This design comes from an exercise in tuning for small area and a short achievable clock period on the open sky130 flow, not from production work.
In this exercise RTL edits were held to simulation tests only and were not proved equivalent to the original.

red:
// fm_receiver
module fm_receiver #(
  parameter int FRAME_LEN = 16
) (
  input  logic        ap_clk,
  input  logic        ap_rst_n,
  input  logic        ap_start,
  output logic        ap_done,
  output logic        ap_idle,
  output logic        ap_ready,
  input  logic [31:0] iq_in_V_TDATA,
  input  logic        iq_in_V_TVALID,
  output logic        iq_in_V_TREADY,
  output logic [31:0] audio_out_V_TDATA,
  output logic        audio_out_V_TVALID,
  input  logic        audio_out_V_TREADY,
  output logic [3:0]  led_out_V,
  input  logic [5:0]  s_axi_API_AWADDR,
  input  logic        s_axi_API_AWVALID,
  output logic        s_axi_API_AWREADY,
  input  logic [31:0] s_axi_API_WDATA,
  input  logic        s_axi_API_WVALID,
  output logic        s_axi_API_WREADY,
  output logic [1:0]  s_axi_API_BRESP,
  output logic        s_axi_API_BVALID,
  input  logic        s_axi_API_BREADY,
  input  logic [5:0]  s_axi_API_ARADDR,
  input  logic        s_axi_API_ARVALID,
  output logic        s_axi_API_ARREADY,
  output logic [31:0] s_axi_API_RDATA,
  output logic [1:0]  s_axi_API_RRESP,
  output logic        s_axi_API_RVALID,
  input  logic        s_axi_API_RREADY
);
export LEC_CHECK = 0
export CAP_MARGIN = 5
export CORE_MARGIN = 2
export CORE_UTILIZATION = 60
export PLACE_DENSITY = 0.72
export SETUP_SLACK_MARGIN = 5
export SLEW_MARGIN = 5
export SYNTH_HIERARCHICAL = 1
create_clock -name core_clock -period 11.0 [get_ports {ap_clk}]
standard.sh (not shown) runs the stock make flow with config.mk's settings and CLKGATE_MAP_FILE= SYNTH_SCRIPT=/design/flow/synth_recipe.tcl, a recipe that flattens the netlist after the stock synthesis.
==> flow/flow/run.sh <==
#!/bin/bash
# The standard layout, with the ports buffered by plain buffers instead of the delay cells
# buffer_ports picks by default.
set -euo pipefail
bash standard.sh BUFFER_PORTS_ARGS="-buffer_cell sky130_fd_sc_hd__buf_2" finish > flow_standard.log 2>&1
red | status: complete | timing, DRC, antenna: pass
Modified inputs, blue compared to red
# red
export LEC_CHECK = 0
export CAP_MARGIN = 5
export CORE_MARGIN = 2
export CORE_UTILIZATION = 60
export PLACE_DENSITY = 0.72
export SETUP_SLACK_MARGIN = 5
export SLEW_MARGIN = 5
export SYNTH_HIERARCHICAL = 1
create_clock -name core_clock -period 11.0 [get_ports {ap_clk}]
# blue
export LEC_CHECK = 0
export CAP_MARGIN = 20
export CORE_MARGIN = 2
export CORE_UTILIZATION = 60
export PLACE_DENSITY = 0.72
export SLEW_MARGIN = 20
export SYNTH_HIERARCHICAL = 1
create_clock -name core_clock -period 11.0 [get_ports {ap_clk}]
==> flow/flow/run.sh <==
#!/bin/bash
# The standard layout, with the ports buffered by plain buffers instead of the delay cells
# buffer_ports picks by default.
set -euo pipefail
bash standard.sh BUFFER_PORTS_ARGS="-buffer_cell sky130_fd_sc_hd__buf_2" SETUP_SLACK_MARGIN=5.5 finish > flow_standard.log 2>&1
==> summary.txt <==
Every run in the comparison, red and blue, completed the flow with a clean layout. Looking at path type of the worst setup path, the input port to flip-flop result is from red; the flip-flop to primary output one comes from blue. Compared with red, blue shows sequential share of layout area lower by 1.7 points. When the final numbers for red and blue were put side by side, the setup slack turned out to be greater in blue. blue ends up with higher critical path depth than red does. red → blue: average routed wire per standard cell moved up; met2 layer wire length in the routed design increased 9.8%; area of the die now sits at about the same level; number of gates resized after CTS now larger. In blue relative to red, fmax had gone up by a few percent. Diff blue..red | worst hold-check slack | negligible.
Setup changes, blue to green
# blue
export LEC_CHECK = 0
export CAP_MARGIN = 20
export CORE_MARGIN = 2
export CORE_UTILIZATION = 60
export PLACE_DENSITY = 0.72
export SLEW_MARGIN = 20
export SYNTH_HIERARCHICAL = 1
create_clock -name core_clock -period 11.0 [get_ports {ap_clk}]
# green
export LEC_CHECK = 0
export CAP_MARGIN = 20
export CORE_MARGIN = 2
export CORE_UTILIZATION = 40
export SETUP_SLACK_MARGIN = 4.5
export SLEW_MARGIN = 20
export SYNTH_HIERARCHICAL = 1
create_clock -name core_clock -period 11.0 [get_ports {ap_clk}]
==> flow/flow/run.sh <==
#!/bin/bash
# The standard layout, with the ports buffered by plain buffers instead of the delay cells
# buffer_ports picks by default.
set -euo pipefail
bash standard.sh BUFFER_PORTS_ARGS="-buffer_cell sky130_fd_sc_hd__buf_2" finish > flow_standard.log 2>&1
Comparing green and blue, the higher global-route met3 utilization is on blue. blue → green: width of the die now larger. green vs. blue: fmax went down, met1 layer usage reported by global route shrank by 12 points, total cell area at the placement stage went up by about 0.34%.
Here is what was changed in the inputs of orange compared with green.
# green
export LEC_CHECK = 0
export CAP_MARGIN = 20
export CORE_MARGIN = 2
export CORE_UTILIZATION = 40
export SETUP_SLACK_MARGIN = 4.5
export SLEW_MARGIN = 20
export SYNTH_HIERARCHICAL = 1
create_clock -name core_clock -period 11.0 [get_ports {ap_clk}]
# orange
export LEC_CHECK = 0
export CAP_MARGIN = 20
export CORE_MARGIN = 2
export CORE_UTILIZATION = 55
export PLACE_DENSITY = 0.6
export SETUP_SLACK_MARGIN = 5
export SLEW_MARGIN = 20
export SYNTH_HIERARCHICAL = 1
create_clock -name core_clock -period 11.0 [get_ports {ap_clk}]
Results
- Looking at final core area utilization across orange and green, the one that comes out lower is green.
- Arrival time of the worst setup path: orange higher than green
- Sort orange and green by worst path setup slack after routing, descending, and orange comes first.
- Cell count along the critical path delta for orange relative to green: 2 lower
- Total routing resource utilization after global routing was higher in the run labelled orange.
- Cell area went up slightly going from green to orange.

Starting RTL as in the previous note.
Settings: LEC_CHECK=0, CAP_MARGIN=20, CORE_MARGIN=2, CORE_UTILIZATION=70, PLACE_DENSITY=0.82, SETUP_SLACK_MARGIN=5, SLEW_MARGIN=20, SYNTH_HIERARCHICAL=1; clock period 11.0 ns.
==> flow/flow/run.sh <==
#!/bin/bash
# The standard layout, with the ports buffered by plain buffers instead of the delay cells
# buffer_ports picks by default.
set -euo pipefail
bash standard.sh BUFFER_PORTS_ARGS="-buffer_cell sky130_fd_sc_hd__buf_2" finish > flow_standard.log 2>&1
The baseline finished clean.
Change:
==> flow/flow/run.sh (replaced) <==
#!/bin/bash
# The standard layout, with the ports buffered by plain buffers instead of the delay cells
# buffer_ports picks by default.
set -euo pipefail
bash standard.sh BUFFER_PORTS_ARGS="-buffer_cell sky130_fd_sc_hd__buf_1" finish > flow_standard.log 2>&1
- CORE_UTILIZATION: 70 -> 60
- PLACE_DENSITY: 0.82 -> 0.72
Synthesized area is unchanged.
Core utilization went down by 11 points.
Routed wire length went down by 0.88%.
Fmax hardly moves.
Change:
==> flow/flow/run.sh (replaced) <==
#!/bin/bash
# The standard layout, with the ports buffered by plain buffers instead of the delay cells
# buffer_ports picks by default.
set -euo pipefail
bash standard.sh BUFFER_PORTS_ARGS="-buffer_cell sky130_fd_sc_hd__buf_2" finish > flow_standard.log 2>&1
- CORE_UTILIZATION: 60 -> 40
- PLACE_DENSITY: 0.72 -> default
What happened: Routed wire length rises by 4.7%. Final area rises by 1.6%.
Change:
- CORE_UTILIZATION: 40 -> 60
- PLACE_DENSITY: default -> 0.72
The new run produced a clean layout.
Clock skew is about the same.
Cell area went down by 1.1%.
Hold slack barely changes.
Register-to-register slack is better by 0.03 ns.
Non-clock buffer count went up by 6.
Utilization went up by 22 points.
Wire length went down by 4.4%.

[afterwards: timing with drivers on the ports]
The flow's constraints put no driver on any port. The routed layouts listed below were extracted and timed again, unchanged, in two steps.
Step 1 (the two cells are an assumption about what drives the block):
set clk [get_ports {ap_clk}]
set_driving_cell -lib_cell sky130_fd_sc_hd__clkbuf_16 $clk
set_driving_cell -lib_cell sky130_fd_sc_hd__buf_2 [delete_from_list [all_inputs] $clk]
Step 2, shift: input delay + t, output delay - t, t = (earliest + latest rising clock arrival at the registers) / 2. This alone moves slack from input paths to output paths.
Three values: ideal ports, drivers, drivers and shift; two values: the first two.
run | t (ns) | setup WS [ns] | worst slew at a driven data input, ns | cell pins on the clock port's net
red | 0.508 | 5.055 / 5.090 / 4.582 | 0.08 | 1
blue | 0.503 | 5.245 / 5.191 / 4.769 | 0.19 | 1
green | 0.528 | 4.676 / 4.622 / 4.511 | 0.04 | 1
orange | 0.522 | 5.023 / 5.056 / 4.533 | 0.07 | 1
the first run of note 2 | 0.494 | 5.047 / 5.054 / 4.585 | 0.07 | 1
the second run of note 2 | 0.505 | 5.059 / 5.088 / 4.583 | 0.07 | 1
the third run of note 2 | 0.526 | 5.038 / 5.067 / 4.545 | 0.04 | 1
the fourth run of note 2 | 0.512 | 5.083 / 5.109 / 4.608 | 0.08 | 1
After both steps every run listed still meets setup and hold. For the third run of note 2, which loses most, drivers alone change the setup slack by +0.029 ns; drivers and shift together by -0.493 ns.
